From an optimization exercise on the open Yosys and OpenROAD flow, aimed at small area and a short achievable clock period; shortcuts taken in it are not production practice. In this exercise RTL edits were held to simulation tests only and were not proved equivalent to the original. Power is estimated from default activity; no workload was simulated.

==> flow/design.v <==
`default_nettype none
package trace_pkg;
  localparam int num_rules       = 2;
  localparam int buf_bytes       = 4;
  localparam int buf_width       = buf_bytes * 8;
  localparam int fifo_depth      = 16;
  localparam int fifo_addr_width = 4;
  typedef struct packed {
    logic [15-num_rules-8:0] pad;    
    logic [num_rules-1:0]    rules;
    logic [7:0]              stamp;
  } event_t;
  localparam logic [7:0] reg_ctrl         = 8'h00;
  localparam logic [7:0] reg_rule_en      = 8'h01;
  localparam logic [7:0] reg_trig_en      = 8'h02;
  localparam logic [7:0] reg_trig_delay   = 8'h03;
  localparam logic [7:0] reg_trig_width   = 8'h04;
  localparam logic [7:0] reg_status       = 8'h05;
  localparam logic [7:0] reg_fifo_lo      = 8'h06;
  localparam logic [7:0] reg_fifo_hi      = 8'h07;
  localparam logic [7:0] reg_count0       = 8'h08;
  localparam logic [7:0] reg_count1       = 8'h09;
  localparam logic [7:0] reg_pattern_base = 8'h10;    
  localparam logic [7:0] reg_mask_base    = 8'h20;    
  localparam logic [1:0] trig_idle  = 2'd0;
  localparam logic [1:0] trig_wait  = 2'd1;
  localparam logic [1:0] trig_pulse = 2'd2;
endpackage
`default_nettype wire
`timescale 1ns/1ps
`default_nettype none
module trace_top (
  input  logic       fe_clk,
  input  logic       reset,
  input  logic [7:0] reg_addr,
  input  logic [7:0] reg_wdata,
  input  logic       reg_write,
  input  logic       reg_read,
  output logic [7:0] reg_rdata,
  input  logic [7:0] trace_data,
  input  logic       trace_valid,
  output logic       capturing,
  output logic       trig_out
);
  function automatic [7:0] inc8(input [7:0] q, input en);
    integer i;
    for (i = 0; i < 8; i = i + 1)
      inc8[i] = q[i] ^ (en & (&(q | ~((8'd1 << i) - 8'd1))));
  endfunction
  function automatic [7:0] dec8(input [7:0] q);
    integer i;
    for (i = 0; i < 8; i = i + 1)
      dec8[i] = q[i] ^ (&(~q | ~((8'd1 << i) - 8'd1)));
  endfunction
  function automatic [3:0] inc4(input [3:0] q, input en);
    integer i;
    for (i = 0; i < 4; i = i + 1)
      inc4[i] = q[i] ^ (en & (&(q | ~((4'd1 << i) - 4'd1))));
  endfunction
  logic page0;
  logic hi0, hi1, hi2, hi4;    
  assign page0 = (reg_addr[7:6] == 2'b00);
  assign hi0   = (reg_addr[7:3] == 5'b00000);
  assign hi1   = (reg_addr[7:3] == 5'b00001);
  assign hi2   = (reg_addr[7:3] == 5'b00010);
  assign hi4   = (reg_addr[7:3] == 5'b00100);
  logic [7:0] lo;              
  always_comb
    for (int i = 0; i < 8; i++)
      lo[i] = (reg_addr[2:0] == i[2:0]);
  logic [7:0] wd;
  assign wd = reg_wdata & {8{~reset}};
  logic wr0, wrp, wrm;
  assign wr0 = reg_write & hi0;
  assign wrp = reg_write & hi2;
  assign wrm = reg_write & hi4;
  logic [31:0] pat0, pat1, msk0, msk1;
  logic [1:0]  rule_en, trig_en;
  logic [7:0]  trig_delay, trig_width;
  logic        armed, arm_pulse;
  always_ff @(posedge fe_clk) begin
    for (int b = 0; b < 4; b++) begin
      if (reset | (wrp & lo[b]))     pat0[8*b +: 8] <= wd;
      if (reset | (wrp & lo[b+4]))   pat1[8*b +: 8] <= wd;
      if (reset | (wrm & lo[b]))     msk0[8*b +: 8] <= wd;
      if (reset | (wrm & lo[b+4]))   msk1[8*b +: 8] <= wd;
    end
    if (reset | (wr0 & lo[0])) armed      <= wd[0];
    if (reset | (wr0 & lo[1])) rule_en    <= wd[1:0];
    if (reset | (wr0 & lo[2])) trig_en    <= wd[1:0];
    if (reset | (wr0 & lo[3])) trig_delay <= wd;
    if (reset | (wr0 & lo[4])) trig_width <= wd;
    arm_pulse <= wr0 & lo[0] & wd[0];
  end
  assign capturing = armed;
  localparam logic [31:0] INV = 32'hff00ff00;
  logic [31:0] tbq, tbuf;      
  logic        byte_seen;
  logic [1:0]  match, hit;
  assign tbuf = tbq ^ INV;
  always_ff @(posedge fe_clk) begin
    if (reset | trace_valid)
      tbq <= ({tbuf[23:0], trace_data} & {32{~reset}}) ^ INV;
    byte_seen <= trace_valid & ~reset;
    match     <= hit & {2{byte_seen & ~reset}};
  end
  assign hit[0] = rule_en[0] & ~|((tbuf ^ pat0) & msk0);
  assign hit[1] = rule_en[1] & ~|((tbuf ^ pat1) & msk1);
  logic [7:0] cnt0, cnt1;
  always_ff @(posedge fe_clk) begin
    cnt0 <= inc8(cnt0, match[0] & ~&cnt0) & {8{~reset}};
    cnt1 <= inc8(cnt1, match[1] & ~&cnt1) & {8{~reset}};
  end
  logic [7:0] stamp;
  always_ff @(posedge fe_clk)
    stamp <= inc8(stamp, byte_seen) & {8{~(reset | arm_pulse)}};
  logic       ev_write;
  logic [1:0] ev_rules;
  logic [7:0] ev_stamp;
  always_ff @(posedge fe_clk) begin
    ev_write <= armed & (|match) & ~reset;
    ev_rules <= match;
    ev_stamp <= stamp;
  end
  logic [9:0] mem [16];
  logic [3:0] wp, rp;
  logic       empty, full, ovf;
  logic       pop, push;
  logic [9:0] head;
  assign head = mem[rp];
  assign push = ev_write & ~full;
  assign pop  = reg_read & hi0 & lo[7] & ~empty;
  always_ff @(posedge fe_clk) begin
    for (int i = 0; i < 16; i++)
      if (push & (wp == i[3:0]))
        mem[i] <= {ev_rules, ev_stamp};
  end
  logic wp1_eq_rp, rp1_eq_wp;
  assign wp1_eq_rp = (inc4(wp, 1'b1) == rp);
  assign rp1_eq_wp = (inc4(rp, 1'b1) == wp);
  always_ff @(posedge fe_clk) begin
    wp    <= inc4(wp, push) & {4{~reset}};
    rp    <= inc4(rp, pop) & {4{~reset}};
    full  <= ~reset & (full ? ~pop : (push & ~pop & wp1_eq_rp));
    empty <= reset | (empty ? ~push : (pop & ~push & rp1_eq_wp));
    ovf   <= ((ev_write & full) | (ovf & ~arm_pulse)) & ~reset;
  end
  logic       busy;
  logic [7:0] tcnt;
  logic       start, tcnt_zero, tcnt_le1;
  assign start     = ~busy & armed & |(match & trig_en);
  assign tcnt_zero = (tcnt == 8'h00);
  assign tcnt_le1  = (tcnt[7:1] == 7'h00);
  always_ff @(posedge fe_clk) begin
    if (reset) begin
      busy     <= 1'b0;
      trig_out <= 1'b0;
    end else if (!busy) begin
      busy <= start;
    end else if (!trig_out) begin
      if (tcnt_zero) trig_out <= 1'b1;
    end else if (tcnt_le1) begin
      busy     <= 1'b0;
      trig_out <= 1'b0;
    end
  end
  always_ff @(posedge fe_clk) begin
    if (!busy)
      tcnt <= trig_delay;
    else if (!trig_out && tcnt_zero)
      tcnt <= trig_width;
    else
      tcnt <= dec8(tcnt);
  end
  logic [7:0] rd_value, rd_sel;
  always_comb begin
    case (reg_addr[5:0])
      6'h00: rd_sel = {7'b0, armed};
      6'h01: rd_sel = {6'b0, rule_en};
      6'h02: rd_sel = {6'b0, trig_en};
      6'h03: rd_sel = trig_delay;
      6'h04: rd_sel = trig_width;
      6'h05: rd_sel = {4'b0, busy, ovf, full, empty};
      6'h06: rd_sel = empty ? 8'h00 : head[7:0];
      6'h07: rd_sel = empty ? 8'h00 : {6'b0, head[9:8]};
      6'h08: rd_sel = cnt0;
      6'h09: rd_sel = cnt1;
      6'h10: rd_sel = pat0[7:0];
      6'h11: rd_sel = pat0[15:8];
      6'h12: rd_sel = pat0[23:16];
      6'h13: rd_sel = pat0[31:24];
      6'h14: rd_sel = pat1[7:0];
      6'h15: rd_sel = pat1[15:8];
      6'h16: rd_sel = pat1[23:16];
      6'h17: rd_sel = pat1[31:24];
      6'h20: rd_sel = msk0[7:0];
      6'h21: rd_sel = msk0[15:8];
      6'h22: rd_sel = msk0[23:16];
      6'h23: rd_sel = msk0[31:24];
      6'h24: rd_sel = msk1[7:0];
      6'h25: rd_sel = msk1[15:8];
      6'h26: rd_sel = msk1[23:16];
      6'h27: rd_sel = msk1[31:24];
      default: rd_sel = 8'h00;
    endcase
    rd_value = rd_sel & {8{page0 & ~reset}};
  end
  always_ff @(posedge fe_clk) begin
    if (reset | reg_read)
      reg_rdata <= rd_value;
  end
endmodule
`default_nettype wire
clock: 4.0 ns
lec_check: 0
cap_margin: 20
core_margin: 2
core_utilization: 60
cts_buf_list: sky130_fd_sc_hd__clkbuf_16
cts_cluster_diameter: 80
cts_cluster_size: 25
setup_slack_margin: 1.9
slew_margin: 20
standard.sh (not shown) runs the stock make flow with config.mk's settings and CLKGATE_MAP_FILE= SYNTH_SCRIPT=/design/flow/synth_recipe.tcl, a recipe that flattens the netlist after the stock synthesis.
==> flow/flow/run.sh <==
#!/bin/bash
# Standard layout, with the port buffers made from buf_4 cells instead of
# the resizer's default pick.
set -euo pipefail
export BUFFER_PORTS_ARGS="-buffer_cell sky130_fd_sc_hd__buf_4"
bash standard.sh > standard.log 2>&1
Then changed:
--- a/flow/design.v
+++ b/flow/design.v
@@ -120,29 +120,38 @@
   always_ff @(posedge fe_clk) begin
     ev_write <= armed & (|match) & ~reset;
     ev_rules <= match;
     ev_stamp <= stamp;
   end
-  logic [9:0] mem [16];
-  logic [3:0] wp, rp;
-  logic       empty, full, ovf;
-  logic       pop, push;
-  logic [9:0] head;
-  assign head = mem[rp];
+  logic [9:0]  mem [16];
+  logic [3:0]  wp;
+  logic [15:0] rsel;           
+  logic [15:0] wdec;           
+  logic        empty, full, ovf;
+  logic        pop, push;
+  logic [9:0]  head;
+  always_comb begin
+    head = '0;
+    for (int i = 0; i < 16; i++) begin
+      wdec[i] = (wp == i[3:0]);
+      head    = head | ({10{rsel[i]}} & mem[i]);
+    end
+  end
   assign push = ev_write & ~full;
   assign pop  = reg_read & hi0 & lo[7] & ~empty;
   always_ff @(posedge fe_clk) begin
     for (int i = 0; i < 16; i++)
-      if (push & (wp == i[3:0]))
+      if (push & wdec[i])
         mem[i] <= {ev_rules, ev_stamp};
   end
   logic wp1_eq_rp, rp1_eq_wp;
-  assign wp1_eq_rp = (inc4(wp, 1'b1) == rp);
-  assign rp1_eq_wp = (inc4(rp, 1'b1) == wp);
-  always_ff @(posedge fe_clk) begin
+  assign wp1_eq_rp = |({wdec[14:0], wdec[15]} & rsel);
+  assign rp1_eq_wp = |({rsel[14:0], rsel[15]} & wdec);
+  always_ff @(posedge fe_clk) begin
+    if (reset | pop)
+      rsel <= reset ? 16'h0001 : {rsel[14:0], rsel[15]};
     wp    <= inc4(wp, push) & {4{~reset}};
-    rp    <= inc4(rp, pop) & {4{~reset}};
     full  <= ~reset & (full ? ~pop : (push & ~pop & wp1_eq_rp));
     empty <= reset | (empty ? ~push : (pop & ~push & rp1_eq_wp));
     ovf   <= ((ev_write & full) | (ovf & ~arm_pulse)) & ~reset;
   end
   logic       busy;
=> The new run completed without violations. Cell area came out higher slightly. Wire length increases slightly. Power goes up by a few percent. First-iteration DRC count came out higher by roughly a tenth. Global-route usage came out higher by 0.13 points. Count of clock-buffer cells in the layout rises by 1. Non-clock buffer count is unchanged.

* * *

// trace_top: RTL as listed in full above, without the edits since
Settings: LEC_CHECK=0, CAP_MARGIN=20, CORE_MARGIN=2, CORE_UTILIZATION=60, CTS_BUF_LIST=sky130_fd_sc_hd__clkbuf_16, CTS_CLUSTER_DIAMETER=80, CTS_CLUSTER_SIZE=25, SETUP_SLACK_MARGIN=1.7, SLEW_MARGIN=20; clock period 4.0 ns.
Scripts as last shown in full above: flow/flow/run.sh
Change:
--- a/flow/design.v
+++ b/flow/design.v
@@ -120,29 +120,38 @@
   always_ff @(posedge fe_clk) begin
     ev_write <= armed & (|match) & ~reset;
     ev_rules <= match;
     ev_stamp <= stamp;
   end
-  logic [9:0] mem [16];
-  logic [3:0] wp, rp;
-  logic       empty, full, ovf;
-  logic       pop, push;
-  logic [9:0] head;
-  assign head = mem[rp];
+  logic [9:0]  mem [16];
+  logic [3:0]  wp;
+  logic [15:0] rsel;           
+  logic [15:0] wdec;           
+  logic        empty, full, ovf;
+  logic        pop, push;
+  logic [9:0]  head;
+  always_comb begin
+    head = '0;
+    for (int i = 0; i < 16; i++) begin
+      wdec[i] = (wp == i[3:0]);
+      head    = head | ({10{rsel[i]}} & mem[i]);
+    end
+  end
   assign push = ev_write & ~full;
   assign pop  = reg_read & hi0 & lo[7] & ~empty;
   always_ff @(posedge fe_clk) begin
     for (int i = 0; i < 16; i++)
-      if (push & (wp == i[3:0]))
+      if (push & wdec[i])
         mem[i] <= {ev_rules, ev_stamp};
   end
   logic wp1_eq_rp, rp1_eq_wp;
-  assign wp1_eq_rp = (inc4(wp, 1'b1) == rp);
-  assign rp1_eq_wp = (inc4(rp, 1'b1) == wp);
-  always_ff @(posedge fe_clk) begin
+  assign wp1_eq_rp = |({wdec[14:0], wdec[15]} & rsel);
+  assign rp1_eq_wp = |({rsel[14:0], rsel[15]} & wdec);
+  always_ff @(posedge fe_clk) begin
+    if (reset | pop)
+      rsel <= reset ? 16'h0001 : {rsel[14:0], rsel[15]};
     wp    <= inc4(wp, push) & {4{~reset}};
-    rp    <= inc4(rp, pop) & {4{~reset}};
     full  <= ~reset & (full ? ~pop : (push & ~pop & wp1_eq_rp));
     empty <= reset | (empty ? ~push : (pop & ~push & rp1_eq_wp));
     ovf   <= ((ev_write & full) | (ovf & ~arm_pulse)) & ~reset;
   end
   logic       busy;
Result:
- via count is higher by about 6.6%
- worst setup slack gains 120 ps
- hold slack loses 20 ps
- critical path depth is lower by 1
- clock-buffer cell count is higher by 2
- total power is higher by 6.4%
- clock power is higher by about 7%
- fmax is higher by 5.5%
- non-clock buffer count is higher by 13
- design area is higher by about 2%
- area after synthesis is higher by 2.8%
- die area is higher by about 2.7%
- sequential power is higher by about 4%
- cell count is higher by about 3%

## static timing again, ports no longer ideal
The flow's constraints put no driver on any port. The routed layouts listed below were extracted and timed again, unchanged, in two steps. Step 1, drivers: a clkbuf_16 drives fe_clk and a buf_2 each remaining input, both assumed. Step 2 adds t to the input delays and takes it off the output delays; t is the mean of the earliest and latest rising clock arrival at the registers after step 1. Input paths then give back, and output paths get back, about the clock's delay inside the block. Three values: ideal, step 1, step 2; two values: the first two.
| run | t (ns) | setup slack, ns | slew at the worst register clock pin (ns) | worst slew at a driven data input, ns | cell pins on the clock port's net |
|---|---|---|---|---|---|
| the first run of note 1 | 0.604 | 1.555 / 1.555 / 1.098 | 0.11 / 0.11 | 0.04 | 1 |
| the second run of note 1 | 0.601 | 1.845 / 1.868 / 1.268 | 0.10 / 0.10 | 0.06 | 1 |
| the first run of note 2 | 0.605 | 1.619 / 1.644 / 1.039 | 0.11 / 0.11 | 0.05 | 1 |
| the second run of note 2 | 0.597 | 1.743 / 1.761 / 1.175 | 0.11 / 0.11 | 0.05 | 1 |
After both steps every run listed still meets setup and hold. The setup slack of the first run of note 2, which loses most, moves by +0.025 ns with the drivers and by -0.580 ns with both steps.
